Context: an optimization exercise on an open-source flow, tuned for small area, a short achievable clock period and few clock cycles per item. The choices shown serve that exercise and are no tape-out recipe. In this exercise RTL edits were held to simulation tests only and were not proved equivalent to the original. Power is estimated from default activity; no workload was simulated.

File: flow/design.v
module lfe_line_buffer #(
    parameter int LINE_BITS     = 512,
    parameter int WORD_BITS     = 32,
    parameter int BEAT_IDX_BITS = 4
) (
    input  logic                 clk,
    input  logic                 rst_n,
    input  logic                 wr_en,
    input  logic [WORD_BITS-1:0] wr_word,
    output logic                 wr_last,    
    output logic [LINE_BITS-1:0] line
);
    localparam int BEATS = LINE_BITS / WORD_BITS;
    logic [BEATS-1:0]                wr_sel;     
    logic                            clear;      
    logic [WORD_BITS-1:0]            wr_data;
    logic [BEATS-1:0][WORD_BITS-1:0] words;
    assign wr_last = wr_en && wr_sel[BEATS-1];
    assign wr_data = wr_en ? wr_word : '0;
    always_ff @(posedge clk or negedge rst_n) begin
        if (!rst_n) begin
            wr_sel <= BEATS'(1);
            clear  <= 1'b1;
        end else begin
            clear  <= 1'b0;
            if (wr_en)
                wr_sel <= {wr_sel[BEATS-2:0], wr_sel[BEATS-1]};
        end
    end
    for (genvar k = 0; k < BEATS; k++) begin : g_word
        always_ff @(posedge clk) begin
            if (clear || (wr_en && wr_sel[k]))
                words[k] <= wr_data;
        end
    end
    assign line = words;
endmodule
module line_fill_engine #(
    parameter int LINE_BITS = 512,
    parameter int WORD_BITS = 32,
    parameter int ADDR_BITS = 32
) (
    input  logic                 clk,
    input  logic                 rst_n,
    input  logic                 req_valid,
    output logic                 req_ready,
    input  logic                 req_write,
    input  logic [ADDR_BITS-1:0] req_addr,
    input  logic [LINE_BITS-1:0] req_wdata,
    output logic                 resp_valid,
    output logic [LINE_BITS-1:0] resp_rdata,
    output logic                 mem_valid,
    input  logic                 mem_ready,
    output logic                 mem_we,
    output logic [ADDR_BITS-1:0] mem_addr,
    output logic [WORD_BITS-1:0] mem_wdata,
    input  logic                 mem_rvalid,
    input  logic [WORD_BITS-1:0] mem_rdata
);
    localparam int OFFSET_BITS   = 6;
    localparam int BEATS         = LINE_BITS / WORD_BITS;
    localparam int BEAT_IDX_BITS = 4;
    localparam int LBASE_BITS    = ADDR_BITS - OFFSET_BITS;
    localparam int QDEPTH        = 4;    
    logic                     src_v, src_v_nxt;      
    logic [BEAT_IDX_BITS-1:0] src_cnt;               
    logic [BEATS-1:1]         src_sel;               
    logic [WORD_BITS-1:0]     src_word, ld_word;
    logic [BEATS-1:1][WORD_BITS-1:0] wbuf;           
    logic                     d_v, d_we, d_last;
    logic [LBASE_BITS-1:0]    d_base;
    logic [BEAT_IDX_BITS-1:0] d_idx;
    logic [WORD_BITS-1:0]     d_data;
    logic [QDEPTH-1:0]        q_wr;                  
    logic [1:0]               q_hd, q_tl;
    logic [QDEPTH-1:0]        t_un, t_un_nxt;        
    logic [QDEPTH-1:0]        t_uw;                  
    logic [QDEPTH-1:0]        t_cw, t_cf;            
    logic [QDEPTH-1:0]        t_cw_nxt, t_cf_nxt;
    logic                     resp_q, rdy_q, rdy_idle_q;
    logic [LINE_BITS-1:0]     line;
    function automatic logic [QDEPTH-1:0] therm(input logic [QDEPTH-1:0] t,
                                                input logic inc, input logic dec);
        therm = t;
        if (inc && !dec) therm = {t[QDEPTH-2:0], 1'b1};
        if (dec && !inc) therm = {1'b0, t[QDEPTH-1:1]};
    endfunction
    logic accept, pop, src_ld, d_v_nxt, rdy_nxt;
    logic [QDEPTH-1:0] t_uw_nxt;
    logic wb_done, fill_done, resp_wb, head_wb_nxt;
    logic unused_addr_bits;
    assign unused_addr_bits = ^req_addr[OFFSET_BITS-1:0];
    assign pop = !d_v || mem_ready;
    assign req_ready = rdy_idle_q || (rdy_q && mem_ready);
    assign accept    = req_valid && req_ready;
    assign src_ld    = pop && src_v;
    always_comb begin
        src_v_nxt = src_v;
        if (accept)
            src_v_nxt = 1'b1;
        else if (src_ld && src_sel[BEATS-1])
            src_v_nxt = 1'b0;
    end
    always_ff @(posedge clk or negedge rst_n) begin
        if (!rst_n) begin
            src_v   <= 1'b0;
            src_cnt <= '0;
            src_sel <= '0;
        end else begin
            src_v <= src_v_nxt;
            if (accept) begin
                src_cnt <= BEAT_IDX_BITS'(1);
                src_sel <= (BEATS-1)'(1);
            end else if (src_ld) begin
                src_cnt <= src_cnt + BEAT_IDX_BITS'(1);
                src_sel <= {src_sel[BEATS-2:1], 1'b0};
            end
        end
    end
    always_ff @(posedge clk) begin
        if (!src_v)
            wbuf <= req_wdata[LINE_BITS-1:WORD_BITS];
    end
    always_comb begin
        src_word = '0;
        for (int k = 1; k < BEATS; k++)
            src_word = src_word | (wbuf[k] & {WORD_BITS{src_sel[k]}});
    end
    assign ld_word = src_v ? src_word : req_wdata[WORD_BITS-1:0];
    assign d_v_nxt = pop ? (src_v || accept) : d_v;
    always_ff @(posedge clk or negedge rst_n) begin
        if (!rst_n)
            d_v <= 1'b0;
        else
            d_v <= d_v_nxt;
    end
    always_ff @(posedge clk) begin
        if (src_ld) begin
            d_idx  <= src_cnt;
            d_last <= src_sel[BEATS-1];
        end else if (accept) begin
            d_we   <= req_write;
            d_base <= req_addr[ADDR_BITS-1:OFFSET_BITS];
            d_idx  <= '0;
            d_last <= 1'b0;
        end
        if (src_ld || accept)
            d_data <= ld_word;
    end
    assign mem_valid = d_v;
    assign mem_we    = d_we;
    assign mem_addr  = {d_base, d_idx, 2'b00};
    assign mem_wdata = d_data;
    assign wb_done    = d_v && d_we && d_last && mem_ready;
    assign resp_wb    = q_wr[q_hd];
    assign resp_valid = resp_q;
    assign t_un_nxt = therm(t_un, accept, resp_q);
    assign t_uw_nxt = therm(t_uw, accept && req_write, resp_q && resp_wb);
    assign t_cw_nxt = therm(t_cw, wb_done, resp_q && resp_wb);
    assign t_cf_nxt = therm(t_cf, fill_done, resp_q && !resp_wb);
    assign rdy_nxt  = !src_v_nxt && !t_un_nxt[QDEPTH-1] && (!t_uw_nxt[0] || !t_un_nxt[1]);
    assign head_wb_nxt = resp_q ? q_wr[q_hd + 2'd1] : q_wr[q_hd];
    always_ff @(posedge clk) begin
        if (accept) q_wr[q_tl] <= req_write;
    end
    always_ff @(posedge clk or negedge rst_n) begin
        if (!rst_n) begin
            q_hd   <= '0;
            q_tl   <= '0;
            t_un   <= '0;
            t_uw   <= '0;
            t_cw   <= '0;
            t_cf   <= '0;
            resp_q <= 1'b0;
            rdy_q  <= 1'b0;
            rdy_idle_q <= 1'b0;
        end else begin
            q_hd   <= q_hd + 2'(resp_q);
            q_tl   <= q_tl + 2'(accept);
            t_un   <= t_un_nxt;
            t_uw   <= t_uw_nxt;
            t_cw   <= t_cw_nxt;
            t_cf   <= t_cf_nxt;
            resp_q <= head_wb_nxt ? t_cw_nxt[0] : t_cf_nxt[0];
            rdy_q      <= rdy_nxt;
            rdy_idle_q <= rdy_nxt && !d_v_nxt;
        end
    end
    lfe_line_buffer u_line (
        .clk     (clk),
        .rst_n   (rst_n),
        .wr_en   (mem_rvalid),
        .wr_word (mem_rdata),
        .wr_last (fill_done),
        .line    (line)
    );
    assign resp_rdata = line;
endmodule
File: flow/flow/run.sh
#!/bin/bash
# Standard layout, with a plain buf_1 as each port's buffer and the pins one
# routing track apart (so the die need not grow to fit them).
set -euo pipefail
bash standard.sh \
  "BUFFER_PORTS_ARGS=-buffer_cell sky130_fd_sc_hd__buf_1" \
  "PLACE_PINS_ARGS=-min_distance 1 -min_distance_in_tracks" \
  finish > standard.log 2>&1
File: flow/standard.sh
#!/bin/bash
# synth_recipe.tcl (not shown) runs the flow's synth.tcl, then flattens the netlist and writes it again
# the make line also repeats each setting of config.mk as NAME=value (left out here)
make -C /OpenROAD-flow-scripts/flow DESIGN_CONFIG=/design/flow/config.mk WORK_HOME=/design/flow/orfs CLKGATE_MAP_FILE= SYNTH_SCRIPT=/design/flow/synth_recipe.tcl "${@:-finish}"
File: flow/config.mk
export PLATFORM = sky130hd
export DESIGN_NAME = line_fill_engine
export DESIGN_NICKNAME = line_fill_engine
export VERILOG_FILES = /design/flow/design.v
export SDC_FILE = /design/flow/constraint.sdc
export NUM_CORES = 4
export LEC_CHECK = 0
export CAP_MARGIN = 20
export CORE_MARGIN = 2
export CORE_UTILIZATION = 65
export CTS_CLUSTER_DIAMETER = 80
export CTS_CLUSTER_SIZE = 30
export SETUP_SLACK_MARGIN = 2.2
export SLEW_MARGIN = 20
File: flow/constraint.sdc
create_clock -name core_clock -period 4.2 [get_ports {clk}]
set_input_delay 0.8400 -clock core_clock [delete_from_list [all_inputs] [get_ports {clk}]]
set_output_delay 0.8400 -clock core_clock [all_outputs]
set_load 0.01 [all_outputs]
==> run summary <==
==> cell families after synthesis <==
| group | after synthesis |
|---|---|
| XOR/XNOR | 4 |
| other | 1 |
| AND/OR/NAND/NOR | 230 |
| buffers and inverters | 97 |
| adder cells (fa/ha/maj) | 15 |
| multiplexers | 22 |
| AO/OA/AOI/OAI | 321 |
| flip-flops | 1121 |
==> through the flow <==
stage	hold WS [ns]	setup TNS, ns	instance area (sq um)	setup slack [ns]
floorplan	0.4488	-1875.81	38020	-3.879
global placement	0.4613	0	43170	1.469
detailed placement	0.4804	0	43170	1.374
CTS	0.3396	0	45490	1.982
global route	0.3419	0	46590	1.933
finish	0.3450	0	46620	1.986
==> worst max path at each step <==
stage | depth (start not counted) | from | slack (ns) | endpoint
6_report | 2 | rdy_q | 1.99 | req_ready
5_1_grt | 8 | rdy_q | 1.93 | rdy_q
4_1_cts | 2 | src_v | 1.98 | d_base[10]
3_5_place_dp | 9 | mem_ready | 1.37 | rdy_q
3_3_place_gp | 11 | mem_ready | 1.47 | rdy_idle_q
2_1_floorplan | 2 | src_v | -3.88 | wbuf[0]
==> final cells by class <==
class | instances | area [sq um]
flip-flops and latches | 1121 | 33400
fillers | 3025 | 11070
repair buffers | 1205 | 6435
multi-input cells | 600 | 4332
clock buffers | 62 | 1211
well taps | 765 | 957.2
diodes | 58 | 145.1
clock inverters | 6 | 88.84
inverters | 13 | 53.80
==> sequential cells by signal (all words and copies together) (netlist names), 2 cells and up <==
name / flops
u_line.words: 512
t_cf: 4
t_uw: 4
d_base: 26
d_data: 32
src_cnt: 4
t_cw: 4
q_hd: 2
wbuf: 480
t_un: 4
u_line.wr_sel: 16
q_tl: 2
src_sel: 15
q_wr: 4
d_idx: 4
==> layer usage <==
metal	global-route usage, %	wire length, microns
met1	45.72	37980
met4	22.69	7884
met5	0	241
met2	58.46	56700
met3	18.72	19770
==> power by group through the flow <==
stage                     Clock [uW]  Combinational [uW]  Sequential [uW]
after CTS                       5320                1610            13000
final                           5350                1820            13000
after global placement             0                1430            13200
after detailed placement           0                1460            13200
after floorplan                    0                 384            13400
after global routing            5730                1870            13100
==> repair_timing <==
action / 4_1_cts / 5_1_grt
setup endpoints to repair: 1154 / 1234
gates cloned: 3 / 3
pin swaps: 4 / 6
setup buffers: 9 / 10
resized for setup: 485 / 401
hold endpoints to repair: 0 / 0
==> cells in the final DEF (no fill, tap or decap), drive strengths merged, types with 17 or more instances in the layout <==
cell type	netlist	routed
a21o	17	20
a21oi	24	24
a221oi	64	64
a22o	65	65
a22oi	97	97
and2	35	35
buf	42	992
clkbuf	42	274
dfrtp	59	59
diode	0	58
edfxtp	1060	1060
mux2	18	18
nand2	92	93
nand3	35	35
nand4	34	34
nor2	18	19
o21ai	17	17
o22a	32	32
==> results.toml <==
[run_status]
status = "finished clean"

[logic_synthesis]
synth_cell_types = 42
synth_top_area_cell = "edfxtp_1"
synth.avg_cell_area_sq_um = 20.94
synth_simple_gate_area_share_pct = 2.980
synth_mux_area_share_pct = 0.6501
yosysMostFrequentCell = "edfxtp_1"
synth-seq-cells = 1121
synth-compound-area-share_pct = 6.623
synth_area_leaders = "edfxtp_1, dfrtp_1, a22oi_1"
async_flop_share_pct = 5.442
synth_top_area_share_pct = 83.95
yosysWarnings = 2
synth_ff_type = "edfxtp_1"
synth_top_family_by_area = "compound AO/OA/AOI/OAI gates"
netlist_top_cells_count = "edfxtp_1, a22oi_1, nand2_1"
synth-adder-area-share_pct = 0.4950
synth_xor_area_share_pct = 0.09240
netlist_area_sq_mm = 0.03792
syn_inst = 1811
synth_seq_area_share_pct = 87.98
synth_edf_count = 1060

[worst_setup_path]
r2r_cells = 8
path_cells = "a21o_1, buf_6"
max_stage_delay_ns = 0.39
slowest_stage = "dfrtp_1"
worst-setup-path-type = "flip-flop to output port"
critPathRequiredTime_ns = 3.36
critical_path.top_delay_family = "flip-flops"
cp_max_fo = 2
r2r_end = "rdy_q"
end_kind = "output port"
timing.rr.start = "rdy_q"
path_buf_inv = 1
arrival_ns = 1.37
crit_path_start_kind = "flip-flop"
reg2reg_slack_ns = 2.07

[cts]
cts_tree = "yes"
cts_hold_buf = 0
clock-sinks = 1121
clock_path_buffers = 3
clk_latency_ns = 0.64
clkTransAtPathRegs_ns = 0.12
cts_root_buf = "clkbuf_16"
numCtsBuffers = 44
htree_num_levels = 2

[timing]
max_freq_mhz = 451.7
worstMarginPinSlew_ns = 0.9975
rsz0062_at_grt = "true"
finalSetupViolations = 0
skew_ns = 0.02610
slew_viol_final = 0
slew_headroom_pct = 33.50
period_needed_ns = 2.214
period_share_pct = 52.71
hold_violations = 0

[routing]
drtAntennaViolNets = 0
vias_per_cell = 6.231
wl_per_cell_microns = 32.00
drt-initial-drc-count = 2669
routed_wl_microns = 122600
drc = 0
dr.pass1.iters = 6
vias = 23864

[grt]
antenna_found_initial = 65
grt_max_degree = 125
grt_pass1_vias = 22439
grt_overflow = 0
grt_first_pass_wirelength_microns = 161600
grt_use_total_pct = 38.80

[pwr]
switchingPower_uw = 4615
ir_drop_mv = 0.5067
power.density_mw_per_mm2 = 433.1
p_sw_share_pct = 22.85
total_power_uw = 20190
power.internal_uw = 15580
p_comb_share_pct = 9.0
power.clock.fraction_pct = 26.5
seq_power_share_pct = 64.5
power.leakage_uw = 0.01694

[die]
initial_utilization_pct = 65.72
rows = 88
dieHeight_microns = 245.5
dieArea_sq_mm = 0.06028
io_pins = 1162
coreArea_sq_mm = 0.05770
fp.dieW_microns = 245.5

[cells_and_area]
final_util_pct = 80.81
fin_cells = 3830
drive_above_1_share_pct = 23.91
syn_to_final_growth_pct = 22.97
layout.nets = 3582

[hold_path]
min_path_type = "primary input to async pin"

[placed_design]
portBuffers = 1153
dp_cells = 3679
gp_congestion = 0.9550
hpwlAfterDp_microns = 80380

[job]
max_cap_violations = 0
Testbench counts, summed over its fixed seeds: cycles 58,671, items 3,200.

[static timing again, ports no longer ideal]
The flow's constraints put no driver on any port. The routed layout listed below was extracted and timed again, unchanged, in two steps. Step 1: set_driving_cell puts a clkbuf_16 on clk and a buf_2 on each other input, an assumption about the parent block. Step 2 also shifts input and output timing later by t, the mid clock arrival at the registers, as if the neighbouring blocks saw the same clock. Three values: ideal ports, drivers, drivers and shift; two values: the first two.
t (ns): 0.694
slack for setup (ns): 1.986 / 1.919 / 1.407
worst register clock-pin slew, ns: 0.12 / 0.12
cell pins on the clock port's net: 1
After both steps this run still meets setup and hold. For this run, drivers alone change the setup slack by -0.067 ns; drivers and shift together by -0.579 ns.
